What follows belongs to an exercise in optimizing a design on an open flow for small area; a production flow would make more cautious choices. The RTL was checked by simulation tests, not by an equivalence proof against the original design. Power is estimated from default activity; no workload was simulated.

==> flow/design.v <==
`default_nettype none
module crc8_calc (
    input  wire        clk,
    input  wire        reset,
    input  wire        clear_i,
    input  wire        valid_i,
    input  wire  [7:0] data_i,
    output logic [7:0] crc_o
);
    localparam logic [7:0] CRC_POLY = 8'h07;
    localparam logic [7:0] CRC_INIT = 8'h00;
    function automatic logic [7:0] crc_step(input logic [7:0] crc, input logic [7:0] data);
        logic [7:0] c;
        c = crc ^ data;
        for (int i = 0; i < 8; i++) begin
            c = c[7] ? ((c << 1) ^ CRC_POLY) : (c << 1);
        end
        crc_step = c;
    endfunction
    always_ff @(posedge clk) begin
        if (reset || clear_i) begin
            crc_o <= CRC_INIT;
        end else if (valid_i) begin
            crc_o <= crc_step(crc_o, data_i);
        end
    end
endmodule
`default_nettype wire
`default_nettype none
module frame_decode #(
    parameter int PAYLOAD_BYTES = 26
) (
    input  wire                        clk,
    input  wire                        reset,
    input  wire                        rx_valid_i,
    input  wire  [7:0]                 rx_data_i,
    output logic                       crc_err_o,
    output logic                       cmd_valid_o,
    output logic [7:0]                 cmd_o,
    output logic [PAYLOAD_BYTES*8-1:0] payload_o
);
    localparam int IDX_W = $clog2(PAYLOAD_BYTES);
    localparam logic [7:0] FRAME_HEADER = 8'hA5;
    localparam logic [1:0] IDLE  = 2'd0;
    localparam logic [1:0] ADDR  = 2'd1;
    localparam logic [1:0] DATA  = 2'd2;
    localparam logic [1:0] CHECK = 2'd3;
    logic [1:0]                 state_q;
    logic [IDX_W-1:0]           idx_q;
    logic                       cmd_valid_q;
    logic [7:0]                 addr_q;
    logic [PAYLOAD_BYTES*8-1:0] payload_q;
    logic [7:0]                 crc;
    logic                       crc_step;
    assign crc_step = rx_valid_i && (state_q == ADDR || state_q == DATA);
    crc8_calc u_crc (
        .clk     (clk),
        .reset   (reset),
        .clear_i (state_q == IDLE),
        .valid_i (crc_step),
        .data_i  (rx_data_i),
        .crc_o   (crc)
    );
    always_ff @(posedge clk) begin
        if (reset) begin
            state_q     <= IDLE;
            idx_q       <= '0;
            cmd_valid_q <= 1'b0;
            crc_err_o   <= 1'b0;
        end else begin
            cmd_valid_q <= 1'b0;
            crc_err_o   <= 1'b0;
            if (rx_valid_i) begin
                case (state_q)
                    IDLE: begin
                        if (rx_data_i == FRAME_HEADER) begin
                            state_q <= ADDR;
                        end
                    end
                    ADDR: begin
                        idx_q   <= '0;
                        state_q <= DATA;
                    end
                    DATA: begin
                        idx_q <= idx_q + 1'b1;
                        if (idx_q == IDX_W'(PAYLOAD_BYTES - 1)) begin
                            state_q <= CHECK;
                        end
                    end
                    default: begin  
                        cmd_valid_q <= (rx_data_i == crc);
                        crc_err_o   <= (rx_data_i != crc);
                        state_q     <= IDLE;
                    end
                endcase
            end
        end
    end
    always_ff @(posedge clk) begin
        if (rx_valid_i && state_q == ADDR) begin
            addr_q <= rx_data_i;
        end
        if (rx_valid_i && state_q == DATA) begin
            for (int i = 0; i < PAYLOAD_BYTES; i++) begin
                if (idx_q == IDX_W'(i)) begin
                    payload_q[i*8 +: 8] <= rx_data_i;
                end
            end
        end
    end
    assign cmd_valid_o = cmd_valid_q;
    assign cmd_o       = addr_q;  
    assign payload_o   = payload_q;
endmodule
`default_nettype wire
`default_nettype none
module cfg_execute #(
    parameter int PAYLOAD_BYTES = 26
) (
    input  wire                        clk,
    input  wire                        reset,
    input  wire                        cmd_valid_i,
    input  wire  [7:0]                 cmd_i,
    input  wire  [PAYLOAD_BYTES*8-1:0] payload_i,
    output logic                       reply_req_o,
    input  wire                        reply_ack_i,
    output logic [1:0]                 reply_bank_o,
    output logic [PAYLOAD_BYTES*8-1:0] reply_image_o,
    output logic [2:0]                 start_o,
    output logic [15:0]                nx_pix_o,
    output logic [15:0]                ny_pix_o,
    output logic [31:0]                pixel_time_o
);
    localparam int NB           = 4;
    localparam int START_CYCLES = 4;
    localparam int CNT_W        = $clog2(START_CYCLES + 1);
    localparam logic [7:0] FILL_BYTE = 8'hF0;  
    localparam logic [7:0] CMD_SCAN       = 8'h00;
    localparam logic [7:0] CMD_CONTROL_I  = 8'h01;
    localparam logic [7:0] CMD_CONTROL_II = 8'h02;
    localparam logic [7:0] CMD_GATE       = 8'h03;
    localparam logic [7:0] CMD_START_I    = 8'h04;
    localparam logic [7:0] CMD_START_II   = 8'h05;
    localparam logic [7:0] CMD_START_III  = 8'h06;
    function automatic int bank_used(input int b);
        case (b)
            0:       bank_used = 16;
            1:       bank_used = 18;
            2:       bank_used = 19;
            default: bank_used = 13;
        endcase
    endfunction
    localparam int BW = PAYLOAD_BYTES * 8;  
    logic [NB*BW-1:0]           bank_q;
    logic [1:0]                 wr_bank;
    logic [1:0]                 rep_bank_q;
    logic                       req_q;
    logic [CNT_W-1:0]           start_cnt_q;
    logic [2:0]                 start_sel;
    logic                       is_cfg;
    logic                       accept;
    assign accept  = cmd_valid_i && (start_o == 3'b000) && !req_q;
    assign wr_bank = cmd_i[1:0];
    always_comb begin
        is_cfg    = 1'b0;
        start_sel = 3'b000;
        case (cmd_i)
            CMD_SCAN, CMD_CONTROL_I, CMD_CONTROL_II, CMD_GATE: is_cfg = 1'b1;
            CMD_START_I:   start_sel = 3'b001;
            CMD_START_II:  start_sel = 3'b010;
            CMD_START_III: start_sel = 3'b100;
            default: ;  
        endcase
    end
    always_ff @(posedge clk) begin
        if (reset) begin
            bank_q <= '0;
        end else if (accept && is_cfg) begin
            for (int b = 0; b < NB; b++) begin
                for (int i = 0; i < PAYLOAD_BYTES; i++) begin
                    if (wr_bank == 2'(b) && i < bank_used(b)) begin
                        bank_q[b*BW + i*8 +: 8] <= payload_i[i*8 +: 8];
                    end
                end
            end
        end
    end
    always_ff @(posedge clk) begin
        if (reset) begin
            rep_bank_q  <= 2'd0;
            req_q       <= 1'b0;
            start_o     <= 3'b000;
            start_cnt_q <= '0;
        end else begin
            if (accept && is_cfg) begin
                rep_bank_q <= wr_bank;
                req_q      <= 1'b1;
            end else if (reply_ack_i) begin
                req_q <= 1'b0;
            end
            if (accept && start_sel != 3'b000) begin
                start_o     <= start_sel;
                start_cnt_q <= CNT_W'(START_CYCLES - 1);
            end else if (start_cnt_q != '0) begin
                start_cnt_q <= start_cnt_q - 1'b1;
            end else begin
                start_o <= 3'b000;
            end
        end
    end
    always_comb begin
        for (int i = 0; i < PAYLOAD_BYTES; i++) begin
            reply_image_o[i*8 +: 8] = FILL_BYTE;
            for (int b = 0; b < NB; b++) begin
                if (rep_bank_q == 2'(b) && i < bank_used(b)) begin
                    reply_image_o[i*8 +: 8] = bank_q[b*BW + i*8 +: 8];
                end
            end
        end
    end
    assign reply_req_o  = req_q;
    assign reply_bank_o = rep_bank_q;
    assign nx_pix_o     = {bank_q[0*8 +: 8], bank_q[1*8 +: 8]};
    assign ny_pix_o     = {bank_q[2*8 +: 8], bank_q[3*8 +: 8]};
    assign pixel_time_o = {bank_q[12*8 +: 8], bank_q[13*8 +: 8],
                           bank_q[14*8 +: 8], bank_q[15*8 +: 8]};
endmodule
`default_nettype wire
`default_nettype none
module reply_result #(
    parameter int PAYLOAD_BYTES = 26
) (
    input  wire                        clk,
    input  wire                        reset,
    input  wire                        reply_req_i,
    output logic                       reply_ack_o,
    input  wire  [1:0]                 reply_bank_i,
    input  wire  [PAYLOAD_BYTES*8-1:0] reply_image_i,  
    output logic                       tx_valid_o,
    output logic [7:0]                 tx_data_o,
    input  wire                        tx_ready_i
);
    localparam int IDX_W = $clog2(PAYLOAD_BYTES);
    localparam logic [7:0] FRAME_HEADER = 8'hA5;
    localparam logic [2:0] IDLE = 3'd0;
    localparam logic [2:0] HEAD = 3'd1;
    localparam logic [2:0] ADDR = 3'd2;
    localparam logic [2:0] DATA = 3'd3;
    localparam logic [2:0] CRC  = 3'd4;
    logic [2:0]                 state_q;
    logic [IDX_W-1:0]           idx_q;
    logic [1:0]                 bank_q;
    logic [PAYLOAD_BYTES*8-1:0] image_q;
    logic [7:0]                 crc;
    logic [7:0]                 image_byte;
    logic                       xfer;
    assign tx_valid_o  = (state_q != IDLE);
    assign xfer        = tx_valid_o && tx_ready_i;
    assign reply_ack_o = (state_q == IDLE) && reply_req_i;  
    always_comb begin
        image_byte = '0;
        for (int i = 0; i < PAYLOAD_BYTES; i++) begin
            if (idx_q == IDX_W'(i)) begin
                image_byte = image_q[i*8 +: 8];
            end
        end
    end
    always_comb begin
        case (state_q)
            HEAD:    tx_data_o = FRAME_HEADER;
            ADDR:    tx_data_o = {6'd0, bank_q};  
            DATA:    tx_data_o = image_byte;
            CRC:     tx_data_o = crc;
            default: tx_data_o = '0;
        endcase
    end
    crc8_calc u_crc (
        .clk     (clk),
        .reset   (reset),
        .clear_i (state_q == IDLE),
        .valid_i (xfer && (state_q == ADDR || state_q == DATA)),
        .data_i  (tx_data_o),
        .crc_o   (crc)
    );
    always_ff @(posedge clk) begin
        if (reset) begin
            state_q <= IDLE;
            idx_q   <= '0;
        end else begin
            case (state_q)
                IDLE: begin
                    if (reply_req_i) begin
                        state_q <= HEAD;
                    end
                end
                HEAD: begin
                    if (xfer) begin
                        state_q <= ADDR;
                    end
                end
                ADDR: begin
                    if (xfer) begin
                        idx_q   <= '0;
                        state_q <= DATA;
                    end
                end
                DATA: begin
                    if (xfer) begin
                        idx_q <= idx_q + 1'b1;
                        if (idx_q == IDX_W'(PAYLOAD_BYTES - 1)) begin
                            state_q <= CRC;
                        end
                    end
                end
                default: begin
                    if (xfer) begin
                        state_q <= IDLE;  
                    end
                end
            endcase
        end
    end
    always_ff @(posedge clk) begin
        if (reply_ack_o) begin
            image_q <= reply_image_i;
            bank_q  <= reply_bank_i;
        end
    end
endmodule
`default_nettype wire
`default_nettype none
module scan_ctrl_top #(
    parameter int PAYLOAD_BYTES = 26
) (
    input  wire         clk,
    input  wire         reset,
    input  wire         rx_valid_i,
    input  wire  [7:0]  rx_data_i,
    output logic        tx_valid_o,
    output logic [7:0]  tx_data_o,
    input  wire         tx_ready_i,
    output logic        crc_err_o,
    output logic [2:0]  start_o,
    output logic [15:0] nx_pix_o,
    output logic [15:0] ny_pix_o,
    output logic [31:0] pixel_time_o
);
    logic                       cmd_valid;
    logic [7:0]                 cmd;
    logic [PAYLOAD_BYTES*8-1:0] payload;
    logic                       reply_req;
    logic                       reply_ack;
    logic [1:0]                 reply_bank;
    logic [PAYLOAD_BYTES*8-1:0] reply_image;
    frame_decode #(.PAYLOAD_BYTES(PAYLOAD_BYTES)) u_decode (
        .clk         (clk),
        .reset       (reset),
        .rx_valid_i  (rx_valid_i),
        .rx_data_i   (rx_data_i),
        .crc_err_o   (crc_err_o),
        .cmd_valid_o (cmd_valid),
        .cmd_o       (cmd),
        .payload_o   (payload)
    );
    cfg_execute #(.PAYLOAD_BYTES(PAYLOAD_BYTES)) u_execute (
        .clk           (clk),
        .reset         (reset),
        .cmd_valid_i   (cmd_valid),
        .cmd_i         (cmd),
        .payload_i     (payload),
        .reply_req_o   (reply_req),
        .reply_ack_i   (reply_ack),
        .reply_bank_o  (reply_bank),
        .reply_image_o (reply_image),
        .start_o       (start_o),
        .nx_pix_o      (nx_pix_o),
        .ny_pix_o      (ny_pix_o),
        .pixel_time_o  (pixel_time_o)
    );
    reply_result #(.PAYLOAD_BYTES(PAYLOAD_BYTES)) u_result (
        .clk           (clk),
        .reset         (reset),
        .reply_req_i   (reply_req),
        .reply_ack_o   (reply_ack),
        .reply_bank_i  (reply_bank),
        .reply_image_i (reply_image),
        .tx_valid_o    (tx_valid_o),
        .tx_data_o     (tx_data_o),
        .tx_ready_i    (tx_ready_i)
    );
endmodule
`default_nettype wire
==> flow/run.sh <==
#!/bin/bash
# synth_recipe.tcl (not shown) runs the flow's synth.tcl, then flattens the netlist and writes it again
# the make line also repeats each setting of config.mk as NAME=value (left out here)
make -C /OpenROAD-flow-scripts/flow DESIGN_CONFIG=/design/flow/config.mk WORK_HOME=/design/flow/orfs CLKGATE_MAP_FILE= SYNTH_SCRIPT=/design/flow/synth_recipe.tcl finish
==> flow/config.mk <==
export PLATFORM = sky130hd
export DESIGN_NAME = scan_ctrl_top
export DESIGN_NICKNAME = scan_ctrl_top
export VERILOG_FILES = /design/flow/design.v
export SDC_FILE = /design/flow/constraint.sdc
export NUM_CORES = 4
export LEC_CHECK = 0
export CAP_MARGIN = 20
export CORE_MARGIN = 2
export CORE_UTILIZATION = 40
export SLEW_MARGIN = 20
==> flow/constraint.sdc <==
create_clock -name core_clock -period 6.0 [get_ports {clk}]
set_input_delay 1.2000 -clock core_clock [delete_from_list [all_inputs] [get_ports {clk}]]
set_output_delay 1.2000 -clock core_clock [all_outputs]
set_load 0.01 [all_outputs]
==> summary.txt <==
## stage by stage
stage                     util (%)  hold WS, ns  power (µW)  std cells  instance area [µm²]
after global placement        41.7        0.438        6520       4604                37400
after detailed placement      41.7        0.442        6520       4604                37400
after CTS                     45.1        0.451       12300       4772                40500
final                         45.1        0.451       12200       4774                40500
after global routing          45.1        0.467       12500       4773                40500
after floorplan                  -        0.406        6440       3624                36100
## power groups by stage
stage	Combinational (µW)	Sequential, µW	Clock [µW]
after floorplan	116	6320	0
after global placement	199	6320	0
after detailed placement	201	6320	0
after CTS	202	6190	5860
after global routing	215	6190	6110
final	200	6190	5780
## synthesized netlist by cell type, types with 21 or more instances
| master | count | area [µm²] |
|---|---|---|
| nand2b_1 | 22 | 138 |
| o22a_1 | 23 | 201 |
| edfxtp_1 | 314 | 9430 |
| clkbuf_1 | 216 | 811 |
| buf_4 | 69 | 518 |
| inv_1 | 24 | 90.1 |
| xnor2_1 | 28 | 245 |
| nand3_1 | 21 | 105 |
| buf_2 | 22 | 110 |
| nor3_1 | 28 | 140 |
| a21oi_1 | 595 | 2980 |
| nand2_1 | 1137 | 4270 |
| dfxtp_1 | 570 | 11400 |
| buf_1 | 25 | 93.8 |
| o21ai_0 | 45 | 225 |
| nor2_1 | 63 | 236 |
| mux4_2 | 104 | 2340 |
## final timing paths
check	to	startpoint
max	tx_data_o[3]	u_result.idx_q[3]
min	u_execute.bank_q[564]	u_execute.bank_q[564]
max reg2reg	u_result.u_crc.crc_o[4]	u_result.idx_q[3]
min reg2reg	u_execute.bank_q[564]	u_execute.bank_q[564]
## cell families (layout without fill, tap and decap cells)
logic type	Yosys count	count (layout)
compound gates	787	787
flops	884	884
simple gates	1400	1400
fa+ha+maj	18	18
mux	135	135
buf+inv	358	331
xor+xnor	42	42
other cells	0	1
## area by class of cell
cell class	instances	area [µm²]	area share, %
Antenna cell	1	2.50	0.00618
Multi-Input combinational cell	2382	13700	33.8
Timing Repair Buffer	139	1330	3.28
Clock buffer	123	2550	6.30
Sequential cell	884	20800	51.5
Tap cell	1176	1470	3.63
Inverter	24	90.1	0.222
Clock inverter	45	504	1.24
## registers in the layout, summed over array words and instances (netlist names), 5 cells and up
| name | flops |
|---|---|
| u_execute.bank_q | 528 |
| u_decode.payload_q | 152 |
| u_result.image_q | 152 |
| u_decode.addr_q | 8 |
| u_decode.u_crc.crc_o | 8 |
| u_result.u_crc.crc_o | 8 |
| u_decode.idx_q | 5 |
| u_result.idx_q | 5 |
## cells in the final DEF (no fill, tap or decap), types with 27 or more instances in the layout
cell / synthesis / final
a21oi_1: 595 / 595
buf_4: 69 / 45
clkbuf_16: 0 / 93
clkdlybuf4s50_1: 0 / 84
dfxtp_1: 570 / 568
edfxtp_1: 314 / 314
mux4_2: 104 / 104
nand2_1: 1137 / 1136
nor2_1: 63 / 62
nor3_1: 28 / 27
o21ai_0: 45 / 45
xnor2_1: 28 / 28
## worst max-delay path: stages (launching register included)
cell and delay, ns:
dfxtp_1 0.95, and3_1 0.28, ha_1 0.51, inv_1 0.31
a31oi_1 0.25, nand2_1 0.09, nor4_1 0.47, o21ai_0 0.39
inv_1 0.13, clkdlybuf4s50_1 0.54
## layer usage
layer	GRT usage, %	part of all wire, %
met1	31.0	44
met2	36.7	48
met3	2.80	6.5
met4	6.10	2.0
met5	0	0.0076
==> reports/results.ini <==
[run_status]
outcome = complete, no violations

[logic_synthesis]
async_reset_ff_share_pct = 0
synthXorXnorAreaFrac_pct = 1.12
synth.avg_cell_area_um2 = 9.97
synth-compound-area-share_pct = 12.4
synth_simple_gate_area_share_pct = 16.3
ys_types = 88
ys_warn_count = 4
synth_fa_ha_area_share_pct = 0.623
syn_inst = 3624
syn_area_um2 = 36100
yosysSeqAreaShare_pct = 57.7
synth_edf_count = 314
ys_ff_latch = 884
synth.net_count = 3654
synth_top_family_by_area = simple AND/OR/NAND/NOR gates
ys.flop_type = dfxtp_1
synthMuxAreaShare_pct = 7.39

[worst_setup_path]
cp.required_ns = 4.80
reg2reg_depth = 11
critPathCaptureType = primary output
critical_path_class = flip-flop to primary output
cp-start-kind = flip-flop
r2r_slack_ns = 1.54
worstPathArrival_ns = 4.58
crit_path_max_fanout = 31

[detailed_routing]
first_pass_iters = 7
ant_nets = 0
wl_per_cell_um = 22.1
totalWireLength_um = 105000
drtIter0Drc = 2646
dr_total_vias = 26413
viasPerCell = 5.53
route.detailed.drc = 0

[pwr]
combPwrFrac_pct = 1.6
seqPwrFrac_pct = 50.9
ir_worst_vdd_mv = 0.205
p_clk_share_pct = 47.5
p_leak_uw = 0.0126
p_per_area_nw_per_um2 = 300
p_int_uw = 9620
swShare_pct = 20.9
switchingPower_uw = 2550

[hold_path]
hold_depth = 2
hold_path.class = flip-flop to flip-flop

[die]
io_pins = 89
fp.dieW_um = 305
die_y_um = 305
die_area_um2 = 92800
core-area_um2 = 89700
start_util_pct = 40.3
placementRows = 110

[layout]
fin_nets = 3551
drive_above_1_share_pct = 10.0
areaGrowthSynthToFinish_pct = 12.1
fill_cells = 8480

[timing]
fin_ws_ns = 0.219
worst_slew_pin_slew_ns = 1.16
timing.fmax_mhz = 173
relSlewSlack_pct = 22.6
skew_ns = 0.0173
finalCriticalPeriod_ns = 5.78
setup_tns_ns = 0
rsz0062_at_grt = false
slew_violations = 0
setup_violations = 0
final-hold-violation-count = 0
fin_crit_sh_pct = 96.3

[placement]
portBuffers = 88
hpwl_um = 61600
place_congestion = 0.901
dp_slack_ns = 1.07

[clock_tree]
clkSinkCount = 884
cts_root_buffer = clkbuf_16
clock_latency_ns = 0.65
cts_hold_buf = 0
cts_tree = yes
cts_buffer_depth = 3
post-cts-setup-buffers = 0
ctsResizeCount = 0
clkTransAtPathRegs_ns = 0.06
htree_num_levels = 3
cts_made_buffers = 90

[global_route]
grt_use_total_pct = 22.3
grt_pass1_vias = 25148
grt_max_degree = 218
antenna_found_initial = 8
grt_pass1_wl_um = 160000
grt-ovfl-total = 0

[run]
cap_violations = 0

port drivers added, routing unchanged:
No port has a modelled driver above. Below, the same layout with a new extraction and two added sets of constraints. Step 1 assumes that a clkbuf_16 drives the clock port and a buf_2 every other input. Step 2 also shifts input and output timing later by t, the mid clock arrival at the registers, as if the neighbouring blocks saw the same clock. a / b / c = ideal ports / drivers / drivers and shift; a / b = the first two.
t, ns: 0.704
setup slack, ns: 0.219 / 0.155 / 0.859
worst hold slack (ns): 0.451 / 0.451 / 0.451
worst register clock-pin slew, ns: 0.07 / 0.07
cell pins on the clock port's net: 1
After both steps this run still meets setup and hold. For this run, drivers alone change the setup slack by -0.064 ns; drivers and shift together by +0.640 ns.
